Context: an optimization exercise on an open-source flow, tuned for small area and few clock cycles. The choices shown serve that exercise and are no tape-out recipe.
Only simulation tests tie the RTL to the original design; equivalence was not proved.
Power figures rest on the tool's default switching activity, not on a simulated workload.

`flow/config.mk`:
```
export PLATFORM = sky130hd
export DESIGN_NAME = grouped_fifo_queue
export DESIGN_NICKNAME = grouped_fifo_queue
export VERILOG_FILES = /design/flow/design.v
export SDC_FILE = /design/flow/constraint.sdc
export NUM_CORES = 4
export LEC_CHECK = 0
export CAP_MARGIN = 20
export CORE_MARGIN = 2
export CORE_UTILIZATION = 40
export SLEW_MARGIN = 20
```
`flow/constraint.sdc`:
```
create_clock -name core_clock -period 8.0 [get_ports {clk}]
set_input_delay 1.6000 -clock core_clock [delete_from_list [all_inputs] [get_ports {clk}]]
set_output_delay 1.6000 -clock core_clock [all_outputs]
set_load 0.01 [all_outputs]
```
`flow/design.v`:
```
package gfq_pkg;
	localparam int CAPACITY    = 64;
	localparam int NUM_GROUPS  = 16;
	localparam int ID_BITS     = 16;
	localparam int GROUP_BITS  = 5;
	localparam int STATUS_BITS = 3;
	localparam int SLOT_W = (CAPACITY > 1) ? $clog2(CAPACITY) : 1;
	localparam int FCNT_W = $clog2(CAPACITY + 1);
	localparam int GRP_W  = (NUM_GROUPS > 1) ? $clog2(NUM_GROUPS) : 1;
	localparam int OCNT_W = $clog2(NUM_GROUPS + 1);
	typedef enum logic [STATUS_BITS-1:0] {
		ST_ENQUEUED = 3'd0,
		ST_IGNORED  = 3'd1,
		ST_DROPPED  = 3'd2,
		ST_DEQUEUED = 3'd3,
		ST_EMPTY    = 3'd4
	} status_t;
	function automatic logic [SLOT_W-1:0] slot_inc(input logic [SLOT_W-1:0] v);
		slot_inc = (v == SLOT_W'(CAPACITY - 1)) ? '0 : v + SLOT_W'(1);
	endfunction
	function automatic logic [GRP_W-1:0] grp_inc(input logic [GRP_W-1:0] v);
		grp_inc = (v == GRP_W'(NUM_GROUPS - 1)) ? '0 : v + GRP_W'(1);
	endfunction
endpackage
import gfq_pkg::*;
module grouped_fifo_queue (
	input  logic                           clk,
	input  logic                           arst_n,
	input  logic                           in_valid,
	output logic                           in_ready,
	input  logic                           kind,
	input  logic [gfq_pkg::ID_BITS-1:0]    member_id,
	input  logic [gfq_pkg::GROUP_BITS-1:0] group,
	output logic                           out_valid,
	input  logic                           out_ready,
	output logic [gfq_pkg::STATUS_BITS-1:0] status,
	output logic [gfq_pkg::ID_BITS-1:0]    out_id
);
	logic [ID_BITS-1:0] data_q  [CAPACITY];
	logic [FCNT_W-1:0]  end_q   [NUM_GROUPS];
	logic [FCNT_W-1:0]  count_q;
	logic               out_valid_q;
	logic [STATUS_BITS-1:0] status_q;
	logic [ID_BITS-1:0] out_id_q;
	logic               fire, grp_ok, full, empty, do_enq, do_deq;
	logic [GRP_W-1:0]   enq_g;
	logic [FCNT_W-1:0]  g_end, ins_pos;
	logic [STATUS_BITS-1:0] res_status;
	assign in_ready  = !out_valid_q || out_ready;
	assign fire      = in_valid && in_ready;
	assign out_valid = out_valid_q;
	assign status    = status_q;
	assign out_id    = out_id_q;
	assign grp_ok = (group != '0) && (group <= GROUP_BITS'(NUM_GROUPS));
	assign enq_g  = GRP_W'(group - GROUP_BITS'(1));
	assign full   = (count_q == FCNT_W'(CAPACITY));
	assign empty  = (count_q == '0);
	assign do_enq = fire && !kind && grp_ok && !full;
	assign do_deq = fire && kind && !empty;
	assign g_end   = end_q[enq_g];
	assign ins_pos = (g_end == '0) ? count_q : g_end;
	always_comb begin
		if (!kind) begin
			if (!grp_ok)
				res_status = gfq_pkg::ST_IGNORED;
			else if (full)
				res_status = gfq_pkg::ST_DROPPED;
			else
				res_status = gfq_pkg::ST_ENQUEUED;
		end else begin
			res_status = empty ? gfq_pkg::ST_EMPTY : gfq_pkg::ST_DEQUEUED;
		end
	end
	logic [CAPACITY-1:0] sel_dn, sel_up, sel_new, sel_hold;
	always_comb begin
		for (int i = 0; i < CAPACITY; i++) begin
			sel_dn[i]   = do_deq;
			sel_up[i]   = do_enq && (FCNT_W'(i) > ins_pos);
			sel_new[i]  = do_enq && (FCNT_W'(i) == ins_pos);
			sel_hold[i] = !(sel_dn[i] || sel_up[i] || sel_new[i]);
		end
	end
	always_ff @(posedge clk) begin
		for (int i = 0; i < CAPACITY; i++) begin
			data_q[i] <= ({ID_BITS{sel_hold[i]}} & data_q[i])
			           | ({ID_BITS{sel_dn[i]}}   & ((i < CAPACITY - 1) ? data_q[(i + 1) % CAPACITY] : member_id))
			           | ({ID_BITS{sel_up[i]}}   & ((i > 0) ? data_q[(i + CAPACITY - 1) % CAPACITY] : member_id))
			           | ({ID_BITS{sel_new[i]}}  & member_id);
		end
	end
	always_ff @(posedge clk or negedge arst_n) begin
		if (!arst_n) begin
			for (int g = 0; g < NUM_GROUPS; g++)
				end_q[g] <= '0;
			count_q     <= '0;
			out_valid_q <= 1'b0;
		end else begin
			for (int g = 0; g < NUM_GROUPS; g++) begin
				if (do_deq) begin
					if (end_q[g] != '0)
						end_q[g] <= end_q[g] - FCNT_W'(1);
				end else if (do_enq) begin
					if (GRP_W'(g) == enq_g)
						end_q[g] <= ins_pos + FCNT_W'(1);
					else if (end_q[g] > ins_pos)
						end_q[g] <= end_q[g] + FCNT_W'(1);
				end
			end
			if (do_deq)
				count_q <= count_q - FCNT_W'(1);
			else if (do_enq)
				count_q <= count_q + FCNT_W'(1);
			if (fire)
				out_valid_q <= 1'b1;
			else if (out_ready)
				out_valid_q <= 1'b0;
		end
	end
	always_ff @(posedge clk) begin
		if (fire) begin
			status_q <= res_status;
			out_id_q <= (res_status == gfq_pkg::ST_DEQUEUED) ? data_q[0] : '0;
		end
	end
endmodule
```
`flow/run.sh`:
```
#!/bin/bash
# synth_recipe.tcl (not shown) runs the flow's synth.tcl, then flattens the netlist and writes it again
# the make line also repeats each setting of config.mk as NAME=value (left out here)
make -C /OpenROAD-flow-scripts/flow DESIGN_CONFIG=/design/flow/config.mk WORK_HOME=/design/flow/orfs CLKGATE_MAP_FILE= SYNTH_SCRIPT=/design/flow/synth_recipe.tcl finish
```
==> summary.txt, run 1 <==
Setup path
  • Data required, critical path: 8.65 ns
  • Crit path kind: input port to register
  • Crit path cell chain: buf_2, buf_4, mux2i_1, nor3b_1, a221oi_1, a32oi_2, nor3_4, buf_4, a31o_1, inv_4, nor2_4, nand2_1, nor2_2, nor3_2, a221o_1
  • Slowest Stage Delay on Critical Path: 0.80 ns
  • WP data arrival: 7.51 ns
  • Crit path top cell by count: buf_4
  • Slowest cell on crit path: nor2_2
  • CP Max Fanout: 39
  • CP startpoint kind: input port
  • Critical Path Sink Type: register

Logic synthesis
  • Top_reg_cell synth: dfxtp_1
  • Post-synth EDFFs: 19
  • Seq cells post-synth: 1,163
  • YS warnings: 3
  • Yosys top cell by area: dfxtp_1
  • Synth unique cells: 104
  • Syn_area_per_cell: 8.74 sq um
  • Sequential element share of the synthesized area: 40.8%
  • Synthesized instance count: 6,746
  • Count leader, synth: nand2_1
  • Top post-synthesis cells by area: dfxtp_1 35%, a222oi_1 9.6%, nand2_1 9.5%
  • Mapped cell area: 58,900 sq um
  • Syn nets: 6,925
  • Most frequent cells after synthesis: 1,488 x nand2_1, 1,024 x dfxtp_1, 566 x a222oi_1, 479 x clkbuf_1, 339 x a221o_1
  • Async SR Flop Fraction: 10.3%
  • Synth top area share: 34.8%

Placement
  • Routability cong.: 0.920
  • Post-detail-place hpwl: 132,000 microns
  • Post-placement cell area: 60,500 sq um
  • PortBufs: 46

Cells and area
  • Synth-to-layout area growth: 10.2%
  • Share of cells above drive strength 1: 9.10%
  • Fin area: 65,000 sq um
  • Nets@finish: 6,645
  • # fillers: 14,100

Global routing
  • All-Layer GR Usage: 25.2%
  • Vias in the first global route: 51,100
  • Initial antenna violation count: 4
  • Largest net degree at the start of global routing: 249
  • First-pass GRT wire length: 309,000 microns
  • Grt ovf: 0

Detailed routing
  • Final ANT Viol Nets: 0
  • Vias after detailed routing: 55,200
  • Routed WL: 197,000 microns
  • DR iter-0 viols: 8,143
  • First-pass iteration count of the detailed router: 15
  • Vias per cell: 6.50
  • DRC violation count after routing: 0
  • DR WL/cell: 23.2 microns

Floorplanning
  • Io pins: 47
  • Die area: 150,000 sq um
  • DIE HEIGHT: 388 microns
  • Initial Util: 40.4%
  • Core box area: 146,000 sq um
  • Die Width: 388 microns
  • FP Rows: 140

Pwr
  • Max VDD drop: 224 uV
  • Power per Cell Area: 347 nW/um^2
  • Static Leak: 26.1 nW

Run
  • Maxcap violations: 0

STA
  • Max-slew headroom: 21.2%
  • Max Fclk: 146 MHz
  • Final hold violation count: 0
  • RSZ-0062 raised after global routing: false
  • Worst clock skew: 0.0366 ns
  • Fin crit share: 85.7%
  • Min Clock Period, post-route: 6.86 ns
  • Final Max Tran Viols: 0
  • Worst slew pin tran: 1.18 ns
  • # setup viols final: 0
  • Setup TNS: 0 ns
  • Final hold slack: 0.447 ns

CTS
  • TritonCTS Buffers: 134
  • Postcts setup bufs: 0
  • CTS tree: built
  • Clock Sinks: 1,163
  • Root Buffer: clkbuf_16
  • Clk latency of the worst-skew pair: 0.79 ns
  • Clk slew on worst S/H paths: 0.06 ns
  • Clock buffer depth: 3
  • CTS Hold Bufs: 0
  • H-tree depth: 4
  • Post-CTS sizing: 0

Status
  • Status: timing/DRC/antenna clean

Worst hold path
  • Worst hold path class: register to register
-- worst max-delay path, delay by kind of cell --
kind / cells / cell delay [ns]
and+or+nand+nor: 6 / 2.61
AOI/OAI and AO/OA: 4 / 1.61
muxes: 1 / 0.22
buffers and inverters: 4 / 1.39
-- stage by stage --
| stage | worst slack [ns] | std cells | power [mW] | util [%] |
|---|---|---|---|---|
| 2_1_floorplan | 1.78 | 6746 | 14.1 | - |
| 3_3_place_gp | 0.671 | 8243 | 16.2 | 41.4 |
| 3_5_place_dp | 0.484 | 8245 | 16.4 | 41.5 |
| 4_1_cts | 1.32 | 8484 | 22.5 | 44.5 |
| 5_1_grt | 0.947 | 8488 | 23.9 | 44.5 |
| 6_report | 1.14 | 8488 | 22.5 | 44.5 |
-- flip-flops by register name, indices dropped and copies added, names as in the netlist --
register     count
data_q        1024
out_valid_q      1
out_id_q        16
count_q          7
status_q         3
end_q          112
-- worst paths after layout --
path	depth (start not counted)	slack, ns	startpoint	end
worst max-delay path	15	1.14	group[1]	data_q[44][0]
max in group asynchronous	2	5.86	arst_n	end_q[6][4]
min in group asynchronous	1	0.83	arst_n	out_valid_q
worst max register to register	13	2.15	end_q[9][0]	data_q[44][0]
worst min register to register	2	0.45	data_q[19][0]	data_q[20][0]
worst min-delay path	2	0.45	data_q[19][0]	data_q[20][0]
-- cells in the final DEF, fill, tap and decap left out, drive strengths merged, types with 26 or more instances in the layout --
master	instances
a21o	26
a21oi	208
a221o	339
a222oi	566
a22o	283
a22oi	143
a31oi	67
and2	34
and3	28
buf	193
clkbuf	205
dfrtp	120
dfxtp	1024
ha	152
inv	110
mux2i	64
nand2	1490
nand3	294
nor2	321
nor2b	44
nor3	91
o211ai	29
o21a	33
o21ai	248
xnor2	27
-- routing by layer --
layer	routed length [microns]	vias up	track usage [%]
li1	-	25600	-
met1	87900	26900	35.3
met2	90000	2394	40.0
met3	14300	324	3.56
met4	4900	0	7.32
met5	0	-	0
-- kinds of logic after synthesis --
| group | Yosys count | share of synthesized area [%] |
|---|---|---|
| buffers and inverters | 739 | 5.21 |
| muxes | 87 | 1.55 |
| adders and majority gates | 153 | 3.26 |
| xor gates and xnor gates | 31 | 0.473 |
| AOI/OAI and AO/OA | 2157 | 30.7 |
| and+or+nand+nor | 2416 | 18.0 |
| DFF | 1163 | 40.8 |
-- layout make-up --
cell class / instances / area [sq um] / area share [%]
multi-input cells: 4844 / 32000 / 49.3
inverters: 105 / 404 / 0.622
flip-flops and latches: 1163 / 24100 / 37.1
repair buffers: 218 / 1730 / 2.66
clock buffers: 205 / 3980 / 6.12
diodes: 2 / 5.00 / 0.00770
clock inverters: 34 / 363 / 0.559
well taps: 1917 / 2400 / 3.69
-- power breakdown --
| part | switching [mW] | internal [mW] |
|---|---|---|
| clock network | 2.59 | 3.48 |
| logic | 3.80 | 2.77 |
| registers | 2.22 | 7.67 |
Testbench counts, summed over its fixed seeds: cycles 32,008.
==> run 2: changes to the inputs <==
--- a/flow/design.v
+++ b/flow/design.v
@@ -43,7 +43,7 @@
 	logic [STATUS_BITS-1:0] status_q;
 	logic [ID_BITS-1:0] out_id_q;
-	logic               fire, grp_ok, full, empty, do_enq, do_deq;
+	logic               fire, grp_ok, full, empty, do_enq, do_deq, g_ne;
 	logic [GRP_W-1:0]   enq_g;
-	logic [FCNT_W-1:0]  g_end, ins_pos;
+	logic [FCNT_W-1:0]  g_end, ins_pos, after_pos, count_p1;
 	logic [STATUS_BITS-1:0] res_status;
 	assign in_ready  = !out_valid_q || out_ready;
@@ -58,6 +58,9 @@
 	assign do_enq = fire && !kind && grp_ok && !full;
 	assign do_deq = fire && kind && !empty;
-	assign g_end   = end_q[enq_g];
-	assign ins_pos = (g_end == '0) ? count_q : g_end;
+	assign g_end     = end_q[enq_g];
+	assign g_ne      = (g_end != '0);
+	assign ins_pos   = g_ne ? g_end : count_q;
+	assign after_pos = g_ne ? g_end - FCNT_W'(1) : count_q;
+	assign count_p1  = count_q + FCNT_W'(1);
 	always_comb begin
 		if (!kind) begin
@@ -70,4 +73,23 @@
 		end else begin
 			res_status = empty ? gfq_pkg::ST_EMPTY : gfq_pkg::ST_DEQUEUED;
+		end
+	end
+	logic [FCNT_W-1:0] end_nxt [NUM_GROUPS];
+	always_comb begin
+		for (int g = 0; g < NUM_GROUPS; g++) begin
+			logic up, dn, ld;
+			logic [FCNT_W:0] uc, dc;
+			up = do_enq && (end_q[g] > after_pos);
+			dn = do_deq && (end_q[g] != '0);
+			ld = do_enq && !g_ne && (GRP_W'(g) == enq_g);
+			uc[0] = 1'b1;
+			dc[0] = 1'b1;
+			for (int k = 0; k < FCNT_W; k++) begin
+				uc[k+1] = uc[k] & end_q[g][k];
+				dc[k+1] = dc[k] & ~end_q[g][k];
+			end
+			for (int k = 0; k < FCNT_W; k++)
+				end_nxt[g][k] = (end_q[g][k] ^ ((up & uc[k]) | (dn & dc[k])))
+				              | (ld & count_p1[k]);
 		end
 	end
@@ -96,19 +118,10 @@
 			out_valid_q <= 1'b0;
 		end else begin
-			for (int g = 0; g < NUM_GROUPS; g++) begin
-				if (do_deq) begin
-					if (end_q[g] != '0)
-						end_q[g] <= end_q[g] - FCNT_W'(1);
-				end else if (do_enq) begin
-					if (GRP_W'(g) == enq_g)
-						end_q[g] <= ins_pos + FCNT_W'(1);
-					else if (end_q[g] > ins_pos)
-						end_q[g] <= end_q[g] + FCNT_W'(1);
-				end
-			end
+			for (int g = 0; g < NUM_GROUPS; g++)
+				end_q[g] <= end_nxt[g];
 			if (do_deq)
 				count_q <= count_q - FCNT_W'(1);
 			else if (do_enq)
-				count_q <= count_q + FCNT_W'(1);
+				count_q <= count_p1;
 			if (fire)
 				out_valid_q <= 1'b1;
--- a/flow/config.mk
+++ b/flow/config.mk
@@ -9,3 +9,4 @@
 export CORE_MARGIN = 2
 export CORE_UTILIZATION = 40
+export CTS_BUF_LIST = sky130_fd_sc_hd__clkbuf_4 sky130_fd_sc_hd__clkbuf_8
 export SLEW_MARGIN = 20
==> run 2 against run 1 <==
Still clean; area after synthesis decreased by 5.3%; global-route usage increased by 2.8 points; fmax decreased by 4.4%; final area decreased by 4.2%; non-clock buffer count increased by 27; die area decreased by 5.3%.
==> summary.txt, run 2 <==
Detailed routing
  • DRT met1 WL: 86,900 microns
  • Vias per cell: 6.56
  • Final ANT Viol Nets: 0
  • DRC violation count after routing: 0
  • Vias after detailed routing: 55,000
  • DR iter-0 viols: 9,641
  • Routed WL: 206,000 microns
  • DR top layer: met5
  • Met3 WL: 20,400 microns
  • DR WL/cell: 24.6 microns
  • Met2 wire len: 91,600 microns
  • First-pass iteration count of the detailed router: 14

Logic synthesis
  • Synth unique cells: 117
  • Adder-Cell Fraction of Synth Area: 1.26%
  • Main combinational cell family by area after synthesis: compound AO/OA/AOI/OAI gates
  • Mux share of post-synthesis cell area: 1.83%
  • Synthesized instance count: 6,518
  • Syn nets: 6,596
  • Yosys top cell by area: dfxtp_1
  • Post-synth EDFFs: 19
  • Mapped cell area: 55,800 sq um
  • Synth Area in Compound Gates: 28.1%
  • Syn_area_per_cell: 8.56 sq um
  • YS warnings: 4
  • Sequential element share of the synthesized area: 43.1%
  • Seq cells post-synth: 1,163
  • Count leader, synth: nand2_1
  • Simple-gate share of the synthesized area: 20.1%
  • Synth top area share: 36.7%
  • Most frequent cells after synthesis: 1,757 x nand2_1, 1,024 x dfxtp_1, 641 x a222oi_1, 507 x clkbuf_1, 355 x nand3_1
  • Async SR Flop Fraction: 10.3%
  • XOR/XNOR Fraction of Synth Area: 0.628%
  • Top post-synthesis cells by area: dfxtp_1 37%, nand2_1 12%, a222oi_1 11%
  • Top_reg_cell synth: dfxtp_1

Setup path
  • CP top delay family: compound AO/OA/AOI/OAI gates
  • CP Max Fanout: 16
  • Data required, critical path: 8.83 ns
  • Slowest Stage Delay on Critical Path: 0.86 ns
  • Slowest cell on crit path: nor2_1
  • RR Startpoint: end_q[13][0]
  • R2r setup slk: 1.94 ns
  • Critical Path Sink Type: register
  • CP startpoint kind: input port
  • Crit path cell chain: clkdlybuf4s50_1, buf_4, nand2_1, o311ai_0, o32a_1, clkinv_2, ha_1, inv_1, nor4_4, a31o_2, nor2_1, o21ai_0, buf_4, nor2_1, a222oi_1, nand2_1
  • R2R Path End: data_q[40][15]
  • Reg2reg path depth: 15
  • Crit path kind: input port to register
  • WP buf/inv: 5
  • WP data arrival: 8.00 ns

Floorplanning
  • DIE HEIGHT: 377 microns
  • Initial Util: 40.1%
  • Core box area: 139,000 sq um
  • Die Width: 377 microns
  • FP Rows: 137
  • Io pins: 47
  • Die area: 142,000 sq um

Global routing
  • Vias in the first global route: 51,700
  • Grt ovf: 0
  • Largest net degree at the start of global routing: 226
  • All-Layer GR Usage: 28.0%
  • Initial antenna violation count: 4
  • First-pass GRT wire length: 315,000 microns

STA
  • Final WS setup: 0.828 ns
  • Worst clock skew: 0.0687 ns
  • RSZ-0062 raised after global routing: false
  • Max-slew headroom: 22.5%
  • Min Clock Period, post-route: 7.17 ns
  • Final Max Tran Viols: 0
  • # setup viols final: 0
  • Max Fclk: 139 MHz
  • Worst slew pin tran: 1.16 ns
  • Setup TNS: 0 ns
  • Final hold violation count: 0
  • Fin crit share: 89.6%

Run
  • Maxcap violations: 0

Placement
  • Routability cong.: 0.981
  • Post-detail-place hpwl: 134,000 microns
  • Placed cell count: 8,023
  • PortBufs: 46
  • Post-Place Worst Slack: 0.204 ns

CTS
  • TritonCTS Buffers: 197
  • Root Buffer: clkbuf_8
  • Clk latency of the worst-skew pair: 0.94 ns
  • CTS Hold Bufs: 0
  • Post-CTS sizing: 0
  • Postcts setup bufs: 0
  • Clk slew on worst S/H paths: 0.06 ns
  • Clock buffer depth: 3
  • CTS tree: built
  • H-tree depth: 4
  • Clock Sinks: 1,163

Cells and area
  • Register area: 24,100 sq um
  • Largest register by flop count: data_q
  • Share of cells above drive strength 1: 11.4%
  • Nets@finish: 6,426
  • Area of the multi-input gates: 29,200 sq um
  • Max reg flops: 1,024
  • Count of non-filler cells in the finished layout: 8,385
  • Commonest cells after routing, fill and taps aside: 1,756 x nand2_1, 1,024 x dfxtp_1, 641 x a222oi_1
  • # fillers: 13,600
  • Commonest non-fill, non-tap cell in the layout: nand2_1
  • Synth-to-layout area growth: 11.5%
  • Top flop regs: data_q: 1024 flops, end_q: 112 flops, out_id_q: 16 flops

Status
  • Status: timing/DRC/antenna clean

Worst hold path
  • Hold Crit Endpoint: data_q[36][5]
  • Hold path depth: 2
  • Worst hold path class: register to register
  • Beginning of the worst hold path: data_q[35][5]

Pwr
  • Final Power: 22.2 mW
  • Switching Share: 39.2%
  • Static Leak: 25.5 nW
  • Clk pwr share: 26.3%
  • Combinational Power Share: 29.3%
  • Max VDD drop: 166 uV
  • Int Pwr: 13.5 mW
  • Switch Pwr: 8.72 mW
  • Flop pwr share: 44.4%
  • Power per Cell Area: 357 nW/um^2
[run 2: cell types whose count changed after synthesis, moves of 43 or more]
cell,change
a22o_1,-138
ha_1,-100
a21oi_1,-70
a221o_1,-129
o21ai_0,-61
nand3_1,+64
nand2_1,+269
a222oi_1,+75
buf_2,-43
nor2_1,-84
[run 2: power by group through the flow]
stage,clock [mW],combinational [mW],sequential (mW)
after floorplan,0,5.01,8.75
after global placement,0,6.16,9.88
after detailed placement,0,6.36,9.90
after CTS,5.93,6.38,9.79
after global routing,6.21,7.16,10.1
final,5.85,6.51,9.88
[run 2: worst max-delay path by stage]
stage | from | end | slack (ns) | cells past startpoint
after floorplan | group[0] | end_q[0][6] | 1.20 | 21
after global placement | group[2] | data_q[56][15] | 0.18 | 16
after detailed placement | group[2] | end_q[13][2] | 0.20 | 22
after CTS | group[2] | end_q[13][2] | 1.21 | 22
after global routing | group[2] | end_q[9][4] | 0.77 | 23
final | group[2] | data_q[40][15] | 0.83 | 16
[run 2: metrics by stage]
stage          utilization [%]  area [sq um]  hold slack, ns
3_3_place_gp              41.5         57700           0.431
6_report                  44.8         62200           0.437
5_1_grt                   44.8         62200           0.470
2_1_floorplan                -         55800           0.422
3_5_place_dp              41.6         57800           0.434
4_1_cts                   44.7         62100           0.446
[run 2: cell type report]
type	count	share of cell area (%)
diodes	2	0.00804
clock buffers	331	6.64
clock inverters	27	0.370
inverters	68	0.412
multi-input cells	4673	47.0
flip-flops and latches	1163	38.7
well taps	1876	3.77
repair buffers	245	3.14
[run 2: worst min-delay path, cell delays in order (launching register included)]
cell     delay [ns]
dfxtp_1        0.34
nand2_1        0.06
nand2_1        0.04
[run 2: cells by family after synthesis]
family	Yosys count
xor gates and xnor gates	40
AOI/OAI and AO/OA	1846
adders and majority gates	57
muxes	94
and+or+nand+nor	2636
buffers and inverters	682
DFF	1163
[run 2: layer usage]
layer | vias to the layer above | track usage [%]
met5 | - | 0
met4 | 2 | 10.7
met3 | 514 | 5.39
met2 | 2986 | 43.1
met1 | 26900 | 38.5
li1 | 24600 | -
Testbench counts of run 2, summed over its fixed seeds: cycles 32,008.
==> run 3: changes to the inputs <==
--- a/flow/config.mk
+++ b/flow/config.mk
@@ -9,4 +9,3 @@
 export CORE_MARGIN = 2
 export CORE_UTILIZATION = 40
-export CTS_BUF_LIST = sky130_fd_sc_hd__clkbuf_4 sky130_fd_sc_hd__clkbuf_8
 export SLEW_MARGIN = 20
==> run 3 against run 2 <==
Critical path depth unchanged; via count fell by 0.71%; cell count is 1.5% lower; critical endpoint unchanged; count of clock-buffer cells in the layout shrank 128; clock skew fell by 0.041 ns; combinational power hardly changed; still clean on timing, DRC and antenna; routed wire length decreased by 0.40%; largest power group unchanged; non-clock buffer count is the same.
==> summary.txt, run 3 <==
Global routing
  • Grt ovf: 0
  • First-pass GRT wire length: 313,000 microns
  • All-Layer GR Usage: 27.9%
  • Largest net degree at the start of global routing: 226
  • Initial antenna violation count: 1
  • Vias in the first global route: 51,000

Cells and area
  • Commonest cells after routing, fill and taps aside: 1,756 x nand2_1, 1,024 x dfxtp_1, 641 x a222oi_1
  • Commonest non-fill, non-tap cell in the layout: nand2_1
  • Max reg flops: 1,024
  • Share of cells above drive strength 1: 9.12%
  • Largest register by flop count: data_q
  • Ant. Diodes: 0
  • Top flop regs: data_q: 1024 flops, end_q: 112 flops, out_id_q: 16 flops
  • # fillers: 13,600
  • Nets@finish: 6,362
  • Synth-to-layout area growth: 11.5%
  • Fin area: 62,200 sq um
  • Util after Layout: 44.8%

Logic synthesis
  • Top_reg_cell synth: dfxtp_1
  • Count leader, synth: nand2_1
  • Sequential element share of the synthesized area: 43.1%
  • Post-synth EDFFs: 19
  • YS warnings: 4
  • Synth unique cells: 117
  • Seq cells post-synth: 1,163
  • Syn nets: 6,596
  • Yosys top cell by area: dfxtp_1
  • Top post-synthesis cells by area: dfxtp_1 37%, nand2_1 12%, a222oi_1 11%
  • Synthesized instance count: 6,518
  • Syn_area_per_cell: 8.56 sq um
  • Most frequent cells after synthesis: 1,757 x nand2_1, 1,024 x dfxtp_1, 641 x a222oi_1, 507 x clkbuf_1, 355 x nand3_1
  • Async SR Flop Fraction: 10.3%
  • Mapped cell area: 55,800 sq um
  • Synth top area share: 36.7%

CTS
  • Clk latency of the worst-skew pair: 0.77 ns
  • Root Buffer: clkbuf_16
  • Post-CTS sizing: 0
  • H-tree depth: 4
  • CTS Hold Bufs: 0
  • Clock buffer depth: 3
  • Clock Sinks: 1,163
  • Clk slew on worst S/H paths: 0.06 ns
  • CTS tree: built
  • TritonCTS Buffers: 133
  • Postcts setup bufs: 0

Pwr
  • Combinational Power Share: 28.8%
  • Switching Share: 38.4%
  • Int Pwr: 13.9 mW
  • Static Leak: 25.3 nW
  • Max VDD drop: 196 uV
  • Final Power: 22.6 mW
  • Switch Pwr: 8.68 mW
  • Clk pwr share: 27.4%
  • Power per Cell Area: 363 nW/um^2
  • Flop pwr share: 43.8%

Floorplanning
  • Die area: 142,000 sq um
  • Die Width: 377 microns
  • Core box area: 139,000 sq um
  • FP Rows: 137
  • Initial Util: 40.1%
  • DIE HEIGHT: 377 microns
  • Io pins: 47

Setup path
  • WP buf/inv: 5
  • Crit path cell chain: clkdlybuf4s50_1, buf_4, nand2_1, o311ai_0, o32a_1, clkinv_2, ha_1, inv_1, nor4_4, a31o_2, nor2_1, o21ai_0, buf_4, nor2_1, a222oi_1, nand2_1
  • Slowest cell on crit path: nor2_1
  • Critical Path Sink Type: register
  • CP startpoint kind: input port
  • WP data arrival: 7.94 ns
  • Data required, critical path: 8.71 ns
  • Crit path kind: input port to register
  • CP Max Fanout: 16
  • R2r setup slk: 1.98 ns
  • CP top delay family: compound AO/OA/AOI/OAI gates
  • Slowest Stage Delay on Critical Path: 0.84 ns

STA
  • Final Max Tran Viols: 0
  • Worst clock skew: 0.0277 ns
  • Max Fclk: 138 MHz
  • RSZ-0062 raised after global routing: false
  • Final hold violation count: 0
  • # setup viols final: 0
  • Max-slew headroom: 18.0%
  • Final WS setup: 0.768 ns
  • Setup TNS: 0 ns
  • Worst slew pin tran: 1.23 ns
  • Fin crit share: 90.4%
  • Min Clock Period, post-route: 7.23 ns

Detailed routing
  • DR WL/cell: 24.9 microns
  • First-pass iteration count of the detailed router: 14
  • Vias after detailed routing: 54,600
  • Vias per cell: 6.61
  • Routed WL: 206,000 microns
  • DR iter-0 viols: 9,834
  • Final ANT Viol Nets: 0
  • DRC violation count after routing: 0

Status
  • Status: timing/DRC/antenna clean

Placement
  • Post-placement cell area: 57,800 sq um
  • Post-Place Worst Slack: 0.204 ns
  • Routability cong.: 0.981
  • PortBufs: 46
  • Post-detail-place hpwl: 134,000 microns

Run
  • Maxcap violations: 0

Worst hold path
  • Worst hold path class: register to register
[run 3: cell counts after synthesis]
No cell type changed its count.
[run 3: final timing paths]
check                          startpoint             end  depth (start not counted)
setup / recovery                 group[2]  data_q[40][15]                         16
hold / removal             data_q[63][11]  data_q[63][11]                          2
setup reg to reg              end_q[4][0]  data_q[40][15]                         14
hold reg to reg            data_q[63][11]  data_q[63][11]                          2
max in group asynchronous          arst_n      count_q[4]                          2
min in group asynchronous          arst_n     end_q[1][5]                          1
[run 3: final cells by class]
type | count | area (sq um) | share of cell area, %
Clock inverter | 30 | 389 | 0.625
Clock buffer | 203 | 3980 | 6.39
Multi-Input combinational cell | 4673 | 29200 | 47.0
Tap cell | 1876 | 2350 | 3.77
Timing Repair Buffer | 245 | 1950 | 3.14
Sequential cell | 1163 | 24100 | 38.7
Inverter | 68 | 256 | 0.412
[run 3: cell families (layout without fill, tap and decap cells)]
logic type	after synthesis	in the layout	synth area share, %
flops	1163	1163	43.1
compound gates	1846	1846	28.1
simple gates	2636	2636	20.1
xor+xnor	40	40	0.628
fa+ha+maj	57	57	1.26
mux	94	94	1.83
buf+inv	682	546	4.94
[run 3: through the flow]
step | std cells | hold slack [ns]
after global routing | 8258 | 0.470
after CTS | 8256 | 0.445
after global placement | 8021 | 0.431
after detailed placement | 8023 | 0.434
after floorplan | 6518 | 0.422
final | 8258 | 0.445
[run 3: worst min-delay path: stages (launching register included)]
cell and delay (ns):
dfxtp_1 0.31, nand2_1 0.05, nand2_1 0.04
[run 3: power by group through the flow]
stage	clock [mW]	combinational [mW]	sequential [mW]
after global routing	6.50	7.16	10.1
after floorplan	0	5.01	8.75
after global placement	0	6.16	9.88
after detailed placement	0	6.36	9.90
after CTS	6.27	6.38	9.79
final	6.18	6.51	9.88
[run 3: per-layer routing]
layer | wire length, microns | up-vias | global-route usage (%) | part of all wire (%)
li1 | - | 24500 | - | -
met1 | 87100 | 26800 | 38.8 | 42
met2 | 91700 | 2835 | 43.0 | 45
met3 | 20000 | 447 | 4.94 | 9.7
met4 | 6750 | 0 | 10.1 | 3.3
met5 | 0 | - | 0 | 0
==> run 4: changes to the inputs <==
--- a/flow/design.v
+++ b/flow/design.v
@@ -94,11 +94,15 @@
 		end
 	end
-	logic [CAPACITY-1:0] sel_dn, sel_up, sel_new, sel_hold;
+	logic [CAPACITY-1:0] sel_dn, sel_up, sel_new, sel_hold, at_or_past;
 	always_comb begin
+		for (int i = 0; i < CAPACITY; i++)
+			at_or_past[i] = (FCNT_W'(i) >= ins_pos);
 		for (int i = 0; i < CAPACITY; i++) begin
+			logic past;
+			past        = (i > 0) ? at_or_past[(i + CAPACITY - 1) % CAPACITY] : 1'b0;
 			sel_dn[i]   = do_deq;
-			sel_up[i]   = do_enq && (FCNT_W'(i) > ins_pos);
-			sel_new[i]  = do_enq && (FCNT_W'(i) == ins_pos);
-			sel_hold[i] = !(sel_dn[i] || sel_up[i] || sel_new[i]);
+			sel_up[i]   = do_enq && past;
+			sel_new[i]  = do_enq && at_or_past[i] && !past;
+			sel_hold[i] = !(do_deq || (do_enq && at_or_past[i]));
 		end
 	end
--- a/flow/config.mk
+++ b/flow/config.mk
@@ -9,3 +9,7 @@
 export CORE_MARGIN = 2
 export CORE_UTILIZATION = 40
+export CTS_BUF_LIST = sky130_fd_sc_hd__clkbuf_16
+export CTS_CLUSTER_DIAMETER = 90
+export CTS_CLUSTER_SIZE = 24
+export PLACE_DENSITY = 0.45
 export SLEW_MARGIN = 20
==> run 4 against run 3 <==
Critical path depth grew 10; hold slack gained 0.019 ns; critical endpoint is now end_q[5][0]; register-to-register slack gained 0.02 ns; count of clock-buffer cells in the layout shrank 142; cell count shrank 0.65%; total power grew 2.1%; largest cell class unchanged; area after synthesis grew 0.86%.
==> summary.txt, run 4 <==
Global routing
  • First-pass GRT wire length: 324,000 microns
  • Initial antenna violation count: 1
  • All-Layer GR Usage: 28.7%
  • Grt ovf: 0
  • Vias in the first global route: 48,000
  • Largest net degree at the start of global routing: 194

Logic synthesis
  • YS warnings: 4
  • XOR/XNOR Fraction of Synth Area: 0.358%
  • Synth unique cells: 109
  • Syn_area_per_cell: 8.49 sq um
  • Yosys top cell by area: dfxtp_1
  • Top_reg_cell synth: dfxtp_1
  • Synth top area share: 36.4%
  • Synth Area in Compound Gates: 28.7%
  • Count leader, synth: nand2_1
  • Post-synth EDFFs: 19
  • Simple-gate share of the synthesized area: 18.7%
  • Seq cells post-synth: 1,163
  • Adder-Cell Fraction of Synth Area: 1.16%
  • Syn nets: 6,710
  • Mux share of post-synthesis cell area: 2.96%
  • Async SR Flop Fraction: 10.3%
  • Most frequent cells after synthesis: 1,545 x nand2_1, 1,024 x dfxtp_1, 506 x a222oi_1, 477 x clkbuf_1, 400 x a22oi_1
  • Main combinational cell family by area after synthesis: compound AO/OA/AOI/OAI gates
  • Sequential element share of the synthesized area: 42.8%
  • Mapped cell area: 56,300 sq um
  • Synthesized instance count: 6,632
  • Top post-synthesis cells by area: dfxtp_1 36%, nand2_1 10%, a222oi_1 9.0%

Floorplanning
  • FP Rows: 137
  • Die area: 144,000 sq um
  • Io pins: 47
  • Die Width: 379 microns
  • Initial Util: 40.3%
  • Core box area: 140,000 sq um
  • DIE HEIGHT: 379 microns

Detailed routing
  • Vias after detailed routing: 52,300
  • DRC violation count after routing: 0
  • Routed WL: 214,000 microns
  • Vias per cell: 6.38
  • DR WL/cell: 26.1 microns
  • First-pass iteration count of the detailed router: 13
  • DR iter-0 viols: 7,479
  • Final ANT Viol Nets: 0

STA
  • Final hold slack: 0.464 ns
  • Max Fclk: 143 MHz
  • Min Clock Period, post-route: 6.98 ns
  • Final hold violation count: 0
  • Setup TNS: 0 ns
  • Worst clock skew: 0.0431 ns
  • Final Max Tran Viols: 0
  • RSZ-0062 raised after global routing: false
  • Fin crit share: 87.2%
  • # setup viols final: 0
  • Worst slew pin tran: 1.17 ns
  • Max-slew headroom: 22.1%

Worst hold path
  • Hold path depth: 2
  • Hold Crit Endpoint: data_q[42][2]
  • Beginning of the worst hold path: data_q[42][2]
  • Worst hold path class: register to register

Pwr
  • Clk pwr share: 15.6%
  • Static Leak: 24.2 nW
  • Max VDD drop: 245 uV
  • Combinational Power Share: 32.9%
  • Power per Cell Area: 383 nW/um^2
  • Flop pwr share: 51.5%
  • Int Pwr: 13.4 mW
  • Switching Share: 41.9%
  • Switch Pwr: 9.64 mW

CTS
  • Clock Sinks: 1,163
  • Clk latency of the worst-skew pair: 0.75 ns
  • CTS Hold Bufs: 0
  • TritonCTS Buffers: 59
  • Clk slew on worst S/H paths: 0.11 ns
  • Post-CTS sizing: 0
  • Postcts setup bufs: 0
  • Root Buffer: clkbuf_16
  • CTS tree: built
  • Clock buffer depth: 3
  • H-tree depth: 2

Cells and area
  • Nets@finish: 6,381
  • Commonest cells after routing, fill and taps aside: 1,544 x nand2_1, 1,024 x dfxtp_1, 506 x a222oi_1
  • Synth-to-layout area growth: 6.73%
  • Share of cells above drive strength 1: 7.41%
  • Fin area: 60,100 sq um
  • Largest register by flop count: data_q
  • Commonest non-fill, non-tap cell in the layout: nand2_1
  • Max reg flops: 1,024
  • Top flop regs: data_q: 1024 flops, end_q: 112 flops, out_id_q: 16 flops
  • Ant. Diodes: 0

Setup path
  • Crit path kind: input port to register
  • Reg2reg path depth: 25
  • CP startpoint kind: input port
  • Critical Path Sink Type: register
  • RR Startpoint: end_q[5][1]
  • CP Max Fanout: 12
  • WP data arrival: 7.58 ns
  • Data required, critical path: 8.60 ns
  • R2r setup slk: 2.00 ns
  • R2R Path End: end_q[5][0]

Placement
  • Post-placement cell area: 58,300 sq um
  • Routability cong.: 0.942
  • PortBufs: 46
  • Post-detail-place hpwl: 143,000 microns

Run
  • Maxcap violations: 0

Status
  • Status: timing/DRC/antenna clean
run 4: cell types whose count changed in the layout (fill, tap and decap cells not counted), sizes merged, moves of 76 or more:
cell and delta:
clkbuf -142, a21oi +106, nand2 -206, a22oi +222, mux2i +76, a222oi -135, o21ai +112
run 4: metrics by stage:
stage	power [mW]	util, %	setup WS (ns)	cells
floorplan	16.2	-	0.265	6632
global placement	19.2	41.7	0.360	8117
detailed placement	19.4	41.8	0.357	8118
CTS	23.0	43.0	1.15	8204
global route	24.5	43.0	0.698	8204
finish	23.0	43.0	1.02	8204
run 4: how the worst max path moves through the flow:
stage                     to  cells after the start  startpoint
6_report         end_q[5][0]                     26    group[1]
5_1_grt          end_q[7][3]                     22    group[1]
4_1_cts        data_q[4][10]                     18    group[1]
3_5_place_dp   data_q[4][10]                     18    group[1]
3_3_place_gp     end_q[5][0]                     26    group[1]
2_1_floorplan    end_q[5][0]                     26    group[0]
run 4: layer usage:
metal / up-vias / track usage (%) / routed length (microns)
met3: 214 / 3.18 / 12900
met4: 0 / 5.55 / 3930
met2: 1745 / 45.3 / 96100
li1: 24400 / - / -
met5: - / 0 / 0
met1: 25900 / 42.2 / 101000
run 4: power by group through the flow:
stage / Clock [mW] / Sequential, mW / Combinational, mW
5_1_grt: 3.87 / 12.2 / 8.47
4_1_cts: 3.71 / 11.8 / 7.54
2_1_floorplan: 0 / 10.3 / 5.93
3_3_place_gp: 0 / 11.9 / 7.37
6_report: 3.58 / 11.9 / 7.58
3_5_place_dp: 0 / 11.9 / 7.53
run 4: cells by family after synthesis:
group | Yosys count
buffers and inverters | 731
flip-flops | 1163
AND/OR/NAND/NOR | 2446
AO/OA/AOI/OAI | 2053
adder cells (fa/ha/maj) | 52
multiplexers | 164
XOR/XNOR | 23
run 4: critical path: stages:
cell             delay, ns
clkdlybuf4s50_1       0.67
nand3b_1              0.25
o32ai_1               0.10
or4_1                 0.60
o22a_1                0.28
inv_1                 0.11
ha_1                  0.21
o221ai_2              0.16
or2_2                 0.45
o21ai_0               0.19
buf_4                 0.13
a21boi_2              0.16
buf_4                 0.25
ha_1                  0.18
inv_1                 0.04
a21o_1                0.16
a21oi_1               0.14
a31oi_1               0.07
or2_2                 0.30
a21boi_0              0.15
a2111oi_0             0.40
a211oi_1              0.14
o221ai_1              0.12
a21oi_2               0.17
or3_1                 0.33
a22o_1                0.20
run 4: final cells by class:
| type | count | area, sq um |
|---|---|---|
| clock inverters | 25 | 231 |
| inverters | 83 | 312 |
| flip-flops and latches | 1163 | 24100 |
| well taps | 1876 | 2350 |
| repair buffers | 258 | 2090 |
| fillers | 13900 | 79500 |
| multi-input cells | 4738 | 29500 |
| clock buffers | 61 | 1530 |
Testbench counts of run 4, summed over its fixed seeds: cycles 32,008.
==> run 5: changes to the inputs <==
==> flow/flow/run.sh (new file) <==
#!/bin/bash
# Standard layout, except that clock tree synthesis inserts no dummy loads
# (cells added only to balance the tree) and clusters more sinks per buffer.
set -euo pipefail
export CTS_ARGS="-sink_clustering_enable -repair_clock_nets -dont_use_dummy_load -buf_list sky130_fd_sc_hd__clkbuf_16 -sink_clustering_size 24 -sink_clustering_max_diameter 90"
bash standard.sh > standard.log 2>&1
==> flow/standard.sh (new file) <==
#!/bin/bash
# synth_recipe.tcl (not shown) runs the flow's synth.tcl, then flattens the netlist and writes it again
# the make line also repeats each setting of config.mk as NAME=value (left out here)
make -C /OpenROAD-flow-scripts/flow DESIGN_CONFIG=/design/flow/config.mk WORK_HOME=/design/flow/orfs CLKGATE_MAP_FILE= SYNTH_SCRIPT=/design/flow/synth_recipe.tcl "${@:-finish}"
--- a/flow/config.mk
+++ b/flow/config.mk
@@ -9,7 +9,4 @@
 export CORE_MARGIN = 2
 export CORE_UTILIZATION = 40
-export CTS_BUF_LIST = sky130_fd_sc_hd__clkbuf_16
-export CTS_CLUSTER_DIAMETER = 90
-export CTS_CLUSTER_SIZE = 24
 export PLACE_DENSITY = 0.45
 export SLEW_MARGIN = 20
removed: flow/run.sh
==> run 5 against run 4 <==
Still clean; total power is 1.1% lower; die area is the same; sequential share of layout area is 0.19 points higher; register-to-register slack worse by 0.04 ns; global-route usage about the same; synthesized cell count unchanged; clock skew is 0.052 ns higher; critical path type unchanged; highest routed layer unchanged.
==> summary.txt, run 5 <==
Status
  • Status: timing/DRC/antenna clean

CTS
  • Root Buffer: clkbuf_16
  • Postcts setup bufs: 0
  • CTS Hold Bufs: 0
  • Clock buffer depth: 3
  • Clk slew on worst S/H paths: 0.11 ns
  • H-tree depth: 2
  • Clock Sinks: 1,163
  • TritonCTS Buffers: 59
  • Post-CTS sizing: 0
  • Clk latency of the worst-skew pair: 0.75 ns
  • CTS tree: built

Pwr
  • Flop pwr share: 52.2%
  • Clk pwr share: 14.6%
  • Max VDD drop: 239 uV
  • Power per Cell Area: 381 nW/um^2
  • Static Leak: 24.0 nW
  • Switching Share: 41.8%
  • Int Pwr: 13.3 mW
  • Switch Pwr: 9.52 mW
  • Combinational Power Share: 33.3%

Logic synthesis
  • Seq cells post-synth: 1,163
  • Most frequent cells after synthesis: 1,545 x nand2_1, 1,024 x dfxtp_1, 506 x a222oi_1, 477 x clkbuf_1, 400 x a22oi_1
  • Syn nets: 6,710
  • Syn_area_per_cell: 8.49 sq um
  • Yosys top cell by area: dfxtp_1
  • YS warnings: 4
  • Synth unique cells: 109
  • Async SR Flop Fraction: 10.3%
  • Top_reg_cell synth: dfxtp_1
  • Mapped cell area: 56,300 sq um
  • Synthesized instance count: 6,632
  • Top post-synthesis cells by area: dfxtp_1 36%, nand2_1 10%, a222oi_1 9.0%
  • Synth top area share: 36.4%
  • Count leader, synth: nand2_1
  • Sequential element share of the synthesized area: 42.8%
  • Post-synth EDFFs: 19

Cells and area
  • Share of cells above drive strength 1: 7.14%
  • Synth-to-layout area growth: 6.23%
  • Commonest non-fill, non-tap cell in the layout: nand2_1
  • Count of non-filler cells in the finished layout: 8,178
  • Max reg flops: 1,024
  • Top flop regs: data_q: 1024 flops, end_q: 112 flops, out_id_q: 16 flops
  • # fillers: 14,000
  • Largest register by flop count: data_q
  • Commonest cells after routing, fill and taps aside: 1,544 x nand2_1, 1,024 x dfxtp_1, 506 x a222oi_1
  • Nets@finish: 6,381

Placement
  • Routability cong.: 0.942
  • Placed cell count: 8,118
  • Post-detail-place hpwl: 143,000 microns
  • PortBufs: 46

Global routing
  • Initial antenna violation count: 1
  • Grt ovf: 0
  • Largest net degree at the start of global routing: 194
  • All-Layer GR Usage: 28.7%
  • Vias in the first global route: 48,000
  • First-pass GRT wire length: 324,000 microns

STA
  • Final Max Tran Viols: 0
  • Max-slew headroom: 21.7%
  • Min Clock Period, post-route: 7.00 ns
  • Fin crit share: 87.5%
  • Final hold violation count: 0
  • RSZ-0062 raised after global routing: false
  • Max Fclk: 143 MHz
  • Setup TNS: 0 ns
  • # setup viols final: 0
  • Worst clock skew: 0.0951 ns
  • Worst slew pin tran: 1.17 ns

Setup path
  • Reg2reg path depth: 25
  • Critical Path Sink Type: register
  • RR Startpoint: end_q[5][1]
  • Crit path kind: input port to register
  • CP startpoint kind: input port
  • R2R Path End: end_q[5][0]
  • R2r setup slk: 1.96 ns
  • Data required, critical path: 8.55 ns
  • CP top delay family: compound AO/OA/AOI/OAI gates
  • CP Max Fanout: 12
  • WP buf/inv: 5
  • WP data arrival: 7.55 ns
  • Slowest cell on crit path: clkdlybuf4s50_1
  • Slowest Stage Delay on Critical Path: 0.78 ns
  • Crit path top cell by count: or2_2

Run
  • Maxcap violations: 0

Worst hold path
  • Beginning of the worst hold path: data_q[34][8]
  • Worst hold path class: register to register
  • Hold Crit Endpoint: data_q[33][8]
  • Hold path depth: 2

Floorplanning
  • DIE HEIGHT: 379 microns
  • Die area: 144,000 sq um
  • Initial Util: 40.3%
  • Core box area: 140,000 sq um
  • FP Rows: 137
  • Die Width: 379 microns
  • Io pins: 47

Detailed routing
  • Routed WL: 214,000 microns
  • DR iter-0 viols: 7,576
  • DRC violation count after routing: 0
  • Vias after detailed routing: 52,400
  • DR WL/cell: 26.1 microns
  • First-pass iteration count of the detailed router: 9
  • Vias per cell: 6.40
  • Final ANT Viol Nets: 0
run 5: cell families after synthesis:
family / share of synthesized area [%]
and+or+nand+nor: 18.7
DFF: 42.8
AOI/OAI and AO/OA: 28.7
buffers and inverters: 5.32
muxes: 2.96
xor gates and xnor gates: 0.358
adders and majority gates: 1.16
run 5: final cells by class:
class | instances | area, sq um | area share (%)
Antenna cell | 1 | 2.50 | 0.00419
Inverter | 83 | 312 | 0.521
Tap cell | 1876 | 2350 | 3.93
Multi-Input combinational cell | 4738 | 29500 | 49.3
Sequential cell | 1163 | 24100 | 40.3
Clock buffer | 59 | 1480 | 2.47
Timing Repair Buffer | 258 | 2090 | 3.49
run 5: worst min-delay path, delay by kind of cell, from the launching register on:
family           cells  cell delay, ns
flip-flops           1            0.34
AND/OR/NAND/NOR      2            0.13
run 5: worst max path at each step:
stage | slack, ns | end | from | cells past startpoint
3_3_place_gp | 0.36 | end_q[5][0] | group[1] | 26
5_1_grt | 0.65 | end_q[7][3] | group[1] | 22
3_5_place_dp | 0.36 | data_q[4][10] | group[1] | 18
4_1_cts | 1.09 | end_q[5][0] | group[1] | 23
2_1_floorplan | 0.27 | end_q[5][0] | group[0] | 26
6_report | 1.0 | end_q[5][0] | group[1] | 26
run 5: power groups by stage:
stage               Clock (mW)  Sequential (mW)  Combinational (mW)
floorplan                    0             10.3                5.93
global placement             0             11.9                7.37
detailed placement           0             11.9                7.53
CTS                       3.45             11.8                7.54
global route              3.60             12.2                8.47
finish                    3.32             11.9                7.57
run 5: through the flow:
stage | instance area (sq um) | hold slack [ns] | setup WS (ns) | util [%] | total power, mW
2_1_floorplan | 56300 | 0.430 | 0.265 | - | 16.2
3_3_place_gp | 58300 | 0.443 | 0.360 | 41.7 | 19.2
3_5_place_dp | 58300 | 0.448 | 0.357 | 41.8 | 19.4
4_1_cts | 59800 | 0.436 | 1.09 | 42.8 | 22.7
5_1_grt | 59800 | 0.463 | 0.655 | 42.8 | 24.3
6_report | 59800 | 0.440 | 0.999 | 42.8 | 22.8
run 5: routing by layer:
layer | up-vias | global-route usage (%) | share of wire, %
met5 | - | 0 | 0
met4 | 0 | 5.51 | 1.8
met3 | 223 | 3.21 | 6.1
met2 | 1778 | 45.3 | 45
met1 | 26000 | 42.2 | 47
li1 | 24400 | - | -
==> run 6: changes to the inputs <==
--- a/flow/config.mk
+++ b/flow/config.mk
@@ -8,5 +8,5 @@
 export CAP_MARGIN = 20
 export CORE_MARGIN = 2
-export CORE_UTILIZATION = 40
-export PLACE_DENSITY = 0.45
+export CORE_UTILIZATION = 55
+export PLACE_DENSITY = 0.6
 export SLEW_MARGIN = 20
==> run 6 against run 5 <==
Still clean; critical path depth unchanged; worst setup slack better by 0.056 ns; fmax up 0.81%; die area decreased by 27%; critical path type unchanged; largest cell class unchanged; highest routed layer unchanged.
==> summary.txt, run 6 <==
Status
  • Status: timing/DRC/antenna clean

Worst hold path
  • Hold Crit Endpoint: data_q[61][0]
  • Beginning of the worst hold path: data_q[61][0]
  • Hold path depth: 2
  • Worst hold path class: register to register

Global routing
  • Most Crowded Layer GR: met2
  • All-Layer GR Usage: 33.4%
  • GR Util met2: 52.3%
  • Met1 usage: 48.6%
  • Grt ovf: 0
  • GR Util met3: 4.51%
  • Initial antenna violation count: 0
  • Vias in the first global route: 47,800
  • First-pass GRT wire length: 284,000 microns
  • Largest net degree at the start of global routing: 179

Setup path
  • CP startpoint kind: input port
  • Data required, critical path: 8.61 ns
  • CP Max Fanout: 23
  • WP data arrival: 7.56 ns
  • R2R Path End: end_q[5][0]
  • R2r setup slk: 2.18 ns
  • Crit path kind: input port to register
  • Critical Path Sink Type: register
  • Reg2reg path depth: 24
  • RR Startpoint: end_q[5][1]

CTS
  • Post-CTS sizing: 0
  • Clk slew on worst S/H paths: 0.09 ns
  • CTS Hold Bufs: 0
  • Clk latency of the worst-skew pair: 0.73 ns
  • TritonCTS Buffers: 56
  • Root Buffer: clkbuf_16
  • Clock Sinks: 1,163
  • Postcts setup bufs: 0
  • Clock buffer depth: 3
  • CTS tree: built
  • H-tree depth: 2

Placement
  • PortBufs: 46
  • Post-detail-place hpwl: 122,000 microns
  • Routability cong.: 0.961

STA
  • Final hold slack: 0.462 ns
  • Worst clock skew: 0.0835 ns
  • # setup viols final: 0
  • Max Fclk: 144 MHz
  • Max-slew headroom: 25.1%
  • Final Max Tran Viols: 0
  • Final hold violation count: 0
  • Fin crit share: 86.8%
  • Min Clock Period, post-route: 6.94 ns
  • Setup TNS: 0 ns
  • Worst slew pin tran: 1.12 ns
  • RSZ-0062 raised after global routing: false

Logic synthesis
  • Seq cells post-synth: 1,163
  • Most frequent cells after synthesis: 1,545 x nand2_1, 1,024 x dfxtp_1, 506 x a222oi_1, 477 x clkbuf_1, 400 x a22oi_1
  • Syn nets: 6,710
  • Post-synth EDFFs: 19
  • Synth unique cells: 109
  • Top_reg_cell synth: dfxtp_1
  • Synth top area share: 36.4%
  • Top post-synthesis cells by area: dfxtp_1 36%, nand2_1 10%, a222oi_1 9.0%
  • Count leader, synth: nand2_1
  • Mapped cell area: 56,300 sq um
  • Sequential element share of the synthesized area: 42.8%
  • Synthesized instance count: 6,632
  • Yosys top cell by area: dfxtp_1
  • Async SR Flop Fraction: 10.3%
  • Syn_area_per_cell: 8.49 sq um
  • YS warnings: 4

Cells and area
  • # fillers: 9,370
  • Max reg flops: 1,024
  • Synth-to-layout area growth: 4.57%
  • Commonest cells after routing, fill and taps aside: 1,544 x nand2_1, 1,024 x dfxtp_1, 506 x a222oi_1
  • Area of the multi-input gates: 29,500 sq um
  • Top flop regs: data_q: 1024 flops, end_q: 112 flops, out_id_q: 16 flops
  • Nets@finish: 6,347
  • Register area: 24,100 sq um
  • Commonest non-fill, non-tap cell in the layout: nand2_1
  • Share of cells above drive strength 1: 6.72%
  • Largest register by flop count: data_q

Detailed routing
  • Routed WL: 181,000 microns
  • Vias after detailed routing: 52,500
  • Final ANT Viol Nets: 0
  • DR iter-0 viols: 8,080
  • DR WL/cell: 23.7 microns
  • First-pass iteration count of the detailed router: 13
  • DRC violation count after routing: 0
  • Vias per cell: 6.87

Floorplanning
  • Io pins: 47
  • Die area: 105,000 sq um
  • Core box area: 102,000 sq um
  • FP Rows: 117
  • Die Width: 324 microns
  • DIE HEIGHT: 324 microns
  • Initial Util: 55.4%

Pwr
  • Power per Cell Area: 375 nW/um^2
  • Max VDD drop: 221 uV
  • Final Power: 22.1 mW
  • Static Leak: 23.8 nW

Run
  • Maxcap violations: 0
-- run 6: cells by family after synthesis --
group,Yosys count,synth area share [%]
AND/OR/NAND/NOR,2446,18.7
AO/OA/AOI/OAI,2053,28.7
flip-flops,1163,42.8
buffers and inverters,731,5.32
multiplexers,164,2.96
adder cells (fa/ha/maj),52,1.16
XOR/XNOR,23,0.358
-- run 6: how the worst max path moves through the flow --
| stage | start | end |
|---|---|---|
| floorplan | group[0] | end_q[5][0] |
| global placement | group[1] | end_q[5][0] |
| detailed placement | group[1] | end_q[5][0] |
| CTS | group[1] | end_q[5][0] |
| global route | group[1] | end_q[5][0] |
| finish | group[1] | end_q[5][0] |
-- run 6: power breakdown --
part	internal, mW	switching [mW]	total, mW
Sequential	8.59	2.99	11.6
Combinational	3.35	4.02	7.37
Clock	1.25	1.88	3.13
Total	13.2	8.90	22.1
-- run 6: routing by layer --
| layer | vias up | routed length (microns) |
|---|---|---|
| met5 | - | 0 |
| met4 | 0 | 4040 |
| met3 | 247 | 14400 |
| met2 | 2189 | 81000 |
| met1 | 25700 | 81800 |
| li1 | 24300 | - |
-- run 6: critical path, stage by stage --
cell and delay (ns):
clkdlybuf4s50_1 0.72, buf_4 0.36, nor2b_1 0.16, o221ai_1 0.10
o2111ai_1 0.18, o22a_1 0.33, inv_1 0.20, ha_1 0.21
o221ai_2 0.15, or2_2 0.45, o21ai_0 0.24, a21boi_2 0.22
buf_4 0.24, ha_1 0.18, inv_1 0.04, a21o_1 0.16
a21oi_1 0.14, a31oi_1 0.07, or2_2 0.30, a21boi_0 0.14
a2111oi_0 0.42, a211oi_1 0.13, o221ai_1 0.12, a21oi_2 0.16
or3_1 0.33, a22o_1 0.20
-- run 6: cell type report --
cell class | instances | share of cell area [%]
inverters | 83 | 0.529
flip-flops and latches | 1163 | 40.9
well taps | 1368 | 2.91
clock buffers | 56 | 2.38
diodes | 1 | 0.00425
repair buffers | 227 | 3.15
multi-input cells | 4738 | 50.1
-- run 6: metrics by stage --
stage,worst slack [ns],cells,utilization [%],cell area [sq um]
final,1.06,7636,57.9,58800
after global routing,0.616,7635,57.9,58800
after CTS,1.12,7634,57.9,58800
after detailed placement,0.387,7578,56.5,57400
after global placement,0.474,7577,56.4,57400
after floorplan,0.265,6632,-,56300
==> run 7: changes to the inputs <==
--- a/flow/config.mk
+++ b/flow/config.mk
@@ -8,5 +8,5 @@
 export CAP_MARGIN = 20
 export CORE_MARGIN = 2
-export CORE_UTILIZATION = 55
-export PLACE_DENSITY = 0.6
+export CORE_UTILIZATION = 65
+export PLACE_DENSITY = 0.7
 export SLEW_MARGIN = 20
==> run 7 against run 6 <==
Still clean on timing, DRC and antenna; critical path depth down 2; sequential power about the same; first-iteration DRC count up 7.3%; register-to-register slack worse by 0.15 ns; area after synthesis unchanged; clock power down 2%; flip-flop and latch count unchanged; critical endpoint unchanged.
==> summary.txt, run 7 <==
Status
  • Status: timing/DRC/antenna clean

Pwr
  • Static Leak: 23.8 nW
  • Max VDD drop: 220 uV
  • Flop pwr share: 52.4%
  • Switch Pwr: 8.81 mW
  • Clk pwr share: 13.9%
  • Final Power: 22.0 mW
  • Combinational Power Share: 33.6%
  • Power per Cell Area: 376 nW/um^2
  • Switching Share: 40.1%
  • Int Pwr: 13.2 mW

Floorplanning
  • Initial Util: 65.8%
  • Die area: 88,900 sq um
  • DIE HEIGHT: 298 microns
  • Io pins: 47
  • FP Rows: 107
  • Core box area: 85,500 sq um
  • Die Width: 298 microns

Detailed routing
  • Final ANT Viol Nets: 0
  • DR iter-0 viols: 8,668
  • Routed WL: 173,000 microns
  • Vias per cell: 7.19
  • DR WL/cell: 23.3 microns
  • Vias after detailed routing: 53,200
  • First-pass iteration count of the detailed router: 13
  • DRC violation count after routing: 0

CTS
  • Clock Sinks: 1,163
  • CTS Hold Bufs: 0
  • Root Buffer: clkbuf_16
  • Clk latency of the worst-skew pair: 0.68 ns
  • H-tree depth: 2
  • Post-CTS sizing: 0
  • Postcts setup bufs: 0
  • CTS tree: built
  • Clk slew on worst S/H paths: 0.09 ns
  • Clock buffer depth: 3
  • TritonCTS Buffers: 55

Setup path
  • CP top delay family: compound AO/OA/AOI/OAI gates
  • WP buf/inv: 4
  • CP startpoint kind: input port
  • Data required, critical path: 8.50 ns
  • Slowest cell on crit path: clkdlybuf4s50_1
  • Crit path cell chain: clkdlybuf4s50_1, buf_4, a211oi_1, or4_1, o22a_1, inv_1, ha_1, o221ai_2, or2_2, o21ai_0, a21boi_2, ha_1, inv_1, a21o_1, a21oi_1, a31oi_1, or2_2, a21boi_0, a2111oi_0, a211oi_1, o221ai_1, a21oi_2, or3_1, a22o_1
  • Crit path kind: input port to register
  • WP data arrival: 7.70 ns
  • Critical Path Sink Type: register
  • CP Max Fanout: 13
  • Slowest Stage Delay on Critical Path: 0.78 ns

STA
  • RSZ-0062 raised after global routing: false
  • # setup viols final: 0
  • Final hold violation count: 0
  • Final Max Tran Viols: 0
  • Worst slew pin tran: 1.14 ns
  • Min Clock Period, post-route: 7.20 ns
  • Max Fclk: 139 MHz
  • Final hold slack: 0.443 ns
  • Setup TNS: 0 ns
  • Fin crit share: 89.9%
  • Max-slew headroom: 24.1%
  • Worst clock skew: 0.0689 ns

Placement
  • PortBufs: 46
  • Post-detail-place hpwl: 117,000 microns
  • Routability cong.: 0.965
  • Placed cell count: 7,349

Logic synthesis
  • Top post-synthesis cells by area: dfxtp_1 36%, nand2_1 10%, a222oi_1 9.0%
  • Sequential element share of the synthesized area: 42.8%
  • Syn nets: 6,710
  • Synthesized instance count: 6,632
  • Syn_area_per_cell: 8.49 sq um
  • Top_reg_cell synth: dfxtp_1
  • Async SR Flop Fraction: 10.3%
  • Post-synth EDFFs: 19
  • Synth unique cells: 109
  • Seq cells post-synth: 1,163
  • Yosys top cell by area: dfxtp_1
  • Most frequent cells after synthesis: 1,545 x nand2_1, 1,024 x dfxtp_1, 506 x a222oi_1, 477 x clkbuf_1, 400 x a22oi_1
  • Synth top area share: 36.4%
  • YS warnings: 4
  • Mapped cell area: 56,300 sq um
  • Count leader, synth: nand2_1

Cells and area
  • Top flop regs: data_q: 1024 flops, end_q: 112 flops, out_id_q: 16 flops
  • Ant. Diodes: 0
  • Util after Layout: 68.3%
  • # fillers: 7,063
  • Commonest cells after routing, fill and taps aside: 1,544 x nand2_1, 1,024 x dfxtp_1, 506 x a222oi_1
  • Commonest non-fill, non-tap cell in the layout: nand2_1
  • Nets@finish: 6,341
  • Register area: 24,100 sq um
  • Max reg flops: 1,024
  • Largest register by flop count: data_q
  • Share of cells above drive strength 1: 6.68%
  • Count of non-filler cells in the finished layout: 7,405
  • Synth-to-layout area growth: 3.81%
  • Area of the multi-input gates: 29,500 sq um

Global routing
  • First-pass GRT wire length: 274,000 microns
  • All-Layer GR Usage: 37.0%
  • Largest net degree at the start of global routing: 183
  • Grt ovf: 0
  • Initial antenna violation count: 0
  • Vias in the first global route: 48,900

Run
  • Maxcap violations: 0

Worst hold path
  • Worst hold path class: register to register
-- run 7: cell counts after synthesis --
Identical to the previous run, type by type.
-- run 7: final cells by class --
cell class,instances,area share (%)
clock buffer,55,2.36
inverter,83,0.533
multi-input combinational,4738,50.5
sequential,1163,41.2
tap,1144,2.45
timing repair buffer,222,3.00
-- run 7: worst min-delay path: cells and delay by family (launching register included) --
kind	cells	cell delay, ns
and+or+nand+nor	2	0.11
DFF	1	0.32
-- run 7: metrics by stage --
stage / area, sq um / setup WS [ns]
2_1_floorplan: 56300 / 0.265
3_3_place_gp: 56900 / 0.396
3_5_place_dp: 57000 / 0.322
4_1_cts: 58400 / 0.910
5_1_grt: 58400 / 0.402
6_report: 58400 / 0.804
-- run 7: final timing paths --
kind / start / to / slack [ns] / cells past startpoint
worst min-delay path: data_q[63][12] / data_q[62][12] / 0.44 / 2
worst min register to register: data_q[63][12] / data_q[62][12] / 0.44 / 2
max in group asynchronous: arst_n / end_q[5][6] / 5.57 / 2
worst max-delay path: group[1] / end_q[5][0] / 0.80 / 24
worst max register to register: end_q[6][1] / end_q[5][0] / 2.03 / 23
min in group asynchronous: arst_n / end_q[0][6] / 1.00 / 1
-- run 7: logic make-up after synthesis --
group,Yosys count,share of synthesized area (%)
AND/OR/NAND/NOR,2446,18.7
AO/OA/AOI/OAI,2053,28.7
flip-flops,1163,42.8
buffers and inverters,731,5.32
multiplexers,164,2.96
adder cells (fa/ha/maj),52,1.16
XOR/XNOR,23,0.358
-- run 7: routing by layer --
metal	vias up	wire length, microns	track usage (%)
li1	24300	-	-
met1	25600	73300	52.7
met2	2977	76300	57.1
met3	378	17700	5.91
met4	2	5340	12.5
met5	-	40	0.379
-- run 7: power by group through the flow --
stage | combinational (mW) | sequential, mW | clock [mW]
4_1_cts | 7.25 | 11.4 | 3.08
2_1_floorplan | 5.93 | 10.3 | 0
6_report | 7.39 | 11.5 | 3.06
3_5_place_dp | 7.24 | 11.5 | 0
3_3_place_gp | 6.94 | 11.4 | 0
5_1_grt | 8.21 | 11.8 | 3.28

==> port drivers added, routing unchanged <==
How much do the figures lean on ideal ports? The routed layouts below were timed once more, with nothing changed but the port constraints. Step 1 assumes that a clkbuf_16 drives the clock port and a buf_2 every other input. Step 2 times the ports against the registers' clock, not the clock port: input delays grow and output delays shrink by t, the midpoint of the rising clock arrivals with the driver on. Three values: ideal, step 1, step 2; two values: the first two.
run | shift t [ns] | setup WS [ns] | worst setup path at the end | cell pins on the clock port's net
run 1 | 0.855 | 1.144 / 1.150 / 0.295 | input to register | 1
run 2 | 0.986 | 0.828 / 0.882 / -0.105 | input to register | 1
run 3 | 0.838 | 0.768 / 0.825 / -0.013 | input to register | 1
run 4 | 0.799 | 1.023 / 1.078 / 0.278 | input to register | 1
run 5 | 0.779 | 0.999 / 1.054 / 0.275 | input to register | 1
run 6 | 0.758 | 1.056 / 1.069 / 0.311 | input to register | 1
run 7 | 0.714 | 0.804 / 0.811 / 0.098 | input to register | 1
Met with ideal ports but missed after step 2: setup timing in run 2 and run 3. For run 2, which loses most, drivers alone change the setup slack by +0.054 ns; drivers and shift together by -0.933 ns.
